This design comes from an exercise in tuning for a short achievable clock period and few clock cycles per item on the open sky130 flow, not from production work. RTL that was checked went through simulation tests only; none was proved equivalent to the original. No activity file was given, so power comes from the tool's default toggle rates.

## mrx_top
module mrx_top #(
    parameter int NUM_CHAN = 4,
    parameter int TICK_DIV = chan_pkg::TICK_DIV_DEFAULT
) (
    input  logic                  clk,
    input  logic                  rst_n,
    input  chan_pkg::byte_t [NUM_CHAN-1:0]  rx_data,
    input  logic [NUM_CHAN-1:0]   rx_valid,
    input  chan_pkg::trig_t [NUM_CHAN-1:0]  timer_trig,
    input  logic                  tx_busy,
    output chan_pkg::byte_t                 tx_data,
    output logic                  tx_strobe
);
    logic                 tick;
    logic [NUM_CHAN-1:0]  ready;
    logic [NUM_CHAN-1:0]  full;
    logic [NUM_CHAN-1:0]  full_nxt;
    chan_pkg::byte_t [NUM_CHAN-1:0] heads;
    chan_pkg::cnt_t [NUM_CHAN-1:0]  counts_q;
    logic [NUM_CHAN-1:0]  ones_q;
    logic [NUM_CHAN-1:0]  pop_vec;
    logic [NUM_CHAN-1:0]  sent_vec;
    logic [NUM_CHAN-1:0]  granted_q;
    logic [NUM_CHAN-1:0]  pri_vec;
    logic                 any_ready;
    logic                 crc_clear;
    logic                 crc_en;
    chan_pkg::byte_t      head_g;
    frame_pkg::crc_t      crc_value;
    tick_gen #(.TICK_DIV(TICK_DIV)) u_tick (.clk(clk), .rst_n(rst_n), .tick(tick));
    for (genvar i = 0; i < NUM_CHAN; i++) begin : g_chan
        rx_channel_buf u_buf (
            .clk        (clk),
            .rst_n      (rst_n),
            .tick       (tick),
            .wr_data    (rx_data[i]),
  ...
Size in the first run: roughly 770 flip-flops, about 80 I/O pins.
==> module crc16_calc, before the edit <==
module crc16_calc (
    input  logic  clk,
    input  logic  rst_n,
    input  logic  clear,
    input  logic  en,
    input  chan_pkg::byte_t data_in,
    output frame_pkg::crc_t  crc
);
    frame_pkg::crc_t crc_next;
    chan_pkg::byte_t data_q;
    logic            en_q;
    always_comb begin
        crc_next = crc ^ {8'h00, data_q};
        for (int i = 0; i < 8; i++) begin
            if (crc_next[0]) begin
                crc_next = (crc_next >> 1) ^ frame_pkg::CRC_POLY;
            end else begin
                crc_next = crc_next >> 1;
            end
        end
    end
    always_ff @(posedge clk) begin
        if (en) begin
            data_q <= data_in;
        end
    end
    always_ff @(posedge clk or negedge rst_n) begin
        if (!rst_n) begin
            en_q <= 1'b0;
        end else begin
            en_q <= en;
        end
    end
    always_ff @(posedge clk) begin
        if (clear) begin
            crc <= frame_pkg::CRC_INIT;
        end else if (en_q) begin
            crc <= crc_next;
        end
    end
endmodule
make LEC_CHECK=0 ABC_CLOCK_PERIOD_IN_PS=2000 CAP_MARGIN=20 CORE_MARGIN=2 CORE_UTILIZATION=40 SETUP_SLACK_MARGIN=3.0 SLEW_MARGIN=20 finish   # period 5.0 ns
run.sh (not shown) runs the stock make flow with config.mk's settings and CLKGATE_MAP_FILE= SYNTH_SCRIPT=/design/flow/synth_recipe.tcl, a recipe that flattens the netlist after the stock synthesis.
Rerun with:
--- a/flow/design.v
+++ b/flow/design.v
@@ -185,10 +185,8 @@
     output frame_pkg::crc_t  crc
 );
     frame_pkg::crc_t crc_next;
-    chan_pkg::byte_t data_q;
-    logic            en_q;
     always_comb begin
-        crc_next = crc ^ {8'h00, data_q};
+        crc_next = crc ^ {8'h00, data_in};
         for (int i = 0; i < 8; i++) begin
             if (crc_next[0]) begin
                 crc_next = (crc_next >> 1) ^ frame_pkg::CRC_POLY;
@@ -197,22 +195,12 @@
             end
         end
     end
-    always_ff @(posedge clk) begin
-        if (en) begin
-            data_q <= data_in;
-        end
-    end
     always_ff @(posedge clk or negedge rst_n) begin
         if (!rst_n) begin
-            en_q <= 1'b0;
-        end else begin
-            en_q <= en;
-        end
-    end
-    always_ff @(posedge clk) begin
-        if (clear) begin
             crc <= frame_pkg::CRC_INIT;
-        end else if (en_q) begin
+        end else if (clear) begin
+            crc <= frame_pkg::CRC_INIT;
+        end else if (en) begin
             crc <= crc_next;
         end
     end
After rerunning:
- wire length went down by 0.72%
- setup slack gains 20 ps
- total power went up by 3.9%
- hold slack gains 11 ps
- final area went up by 0.38%
- maximum frequency went up by 0.89%
- die area went down by 0.35%
- non-clock buffer count went up by 27
- synthesized cell count went down by 0.80%
- clock skew went down by 4.6 ps
- via count is about the same
- synthesized area went down by 0.36%
- critical path depth stays the same
Testbench counts after the change, summed over its fixed seeds: cycles 153,438, bytes 17,682.
For the first run of this note, only the layout was checked, not whether the RTL still works.

re-timing with driven ports:
In the flow no input, the clock included, has a driving cell. The finished layouts below were timed again as built, in two steps. Step 1, drivers: a clkbuf_16 drives clk and a buf_2 each remaining input, both assumed. Step 2 also shifts input and output timing later by t, the mid clock arrival at the registers, as if the neighbouring blocks saw the same clock. Slacks: no drivers / after step 1 / after step 2; pairs: no drivers / after step 1.
| run | shift t [ns] | slack for setup (ns) | worst register clock-pin slew, ns | cell pins on the clock port's net |
|---|---|---|---|---|
| the first run | 0.695 | 2.676 / 2.623 / 2.251 | 0.06 / 0.06 | 1 |
| the second run | 0.688 | 2.697 / 2.656 / 2.141 | 0.06 / 0.06 | 1 |
After both steps every run listed still meets setup and hold. For the second run, which loses most, drivers alone change the setup slack by -0.041 ns; drivers and shift together by -0.556 ns.
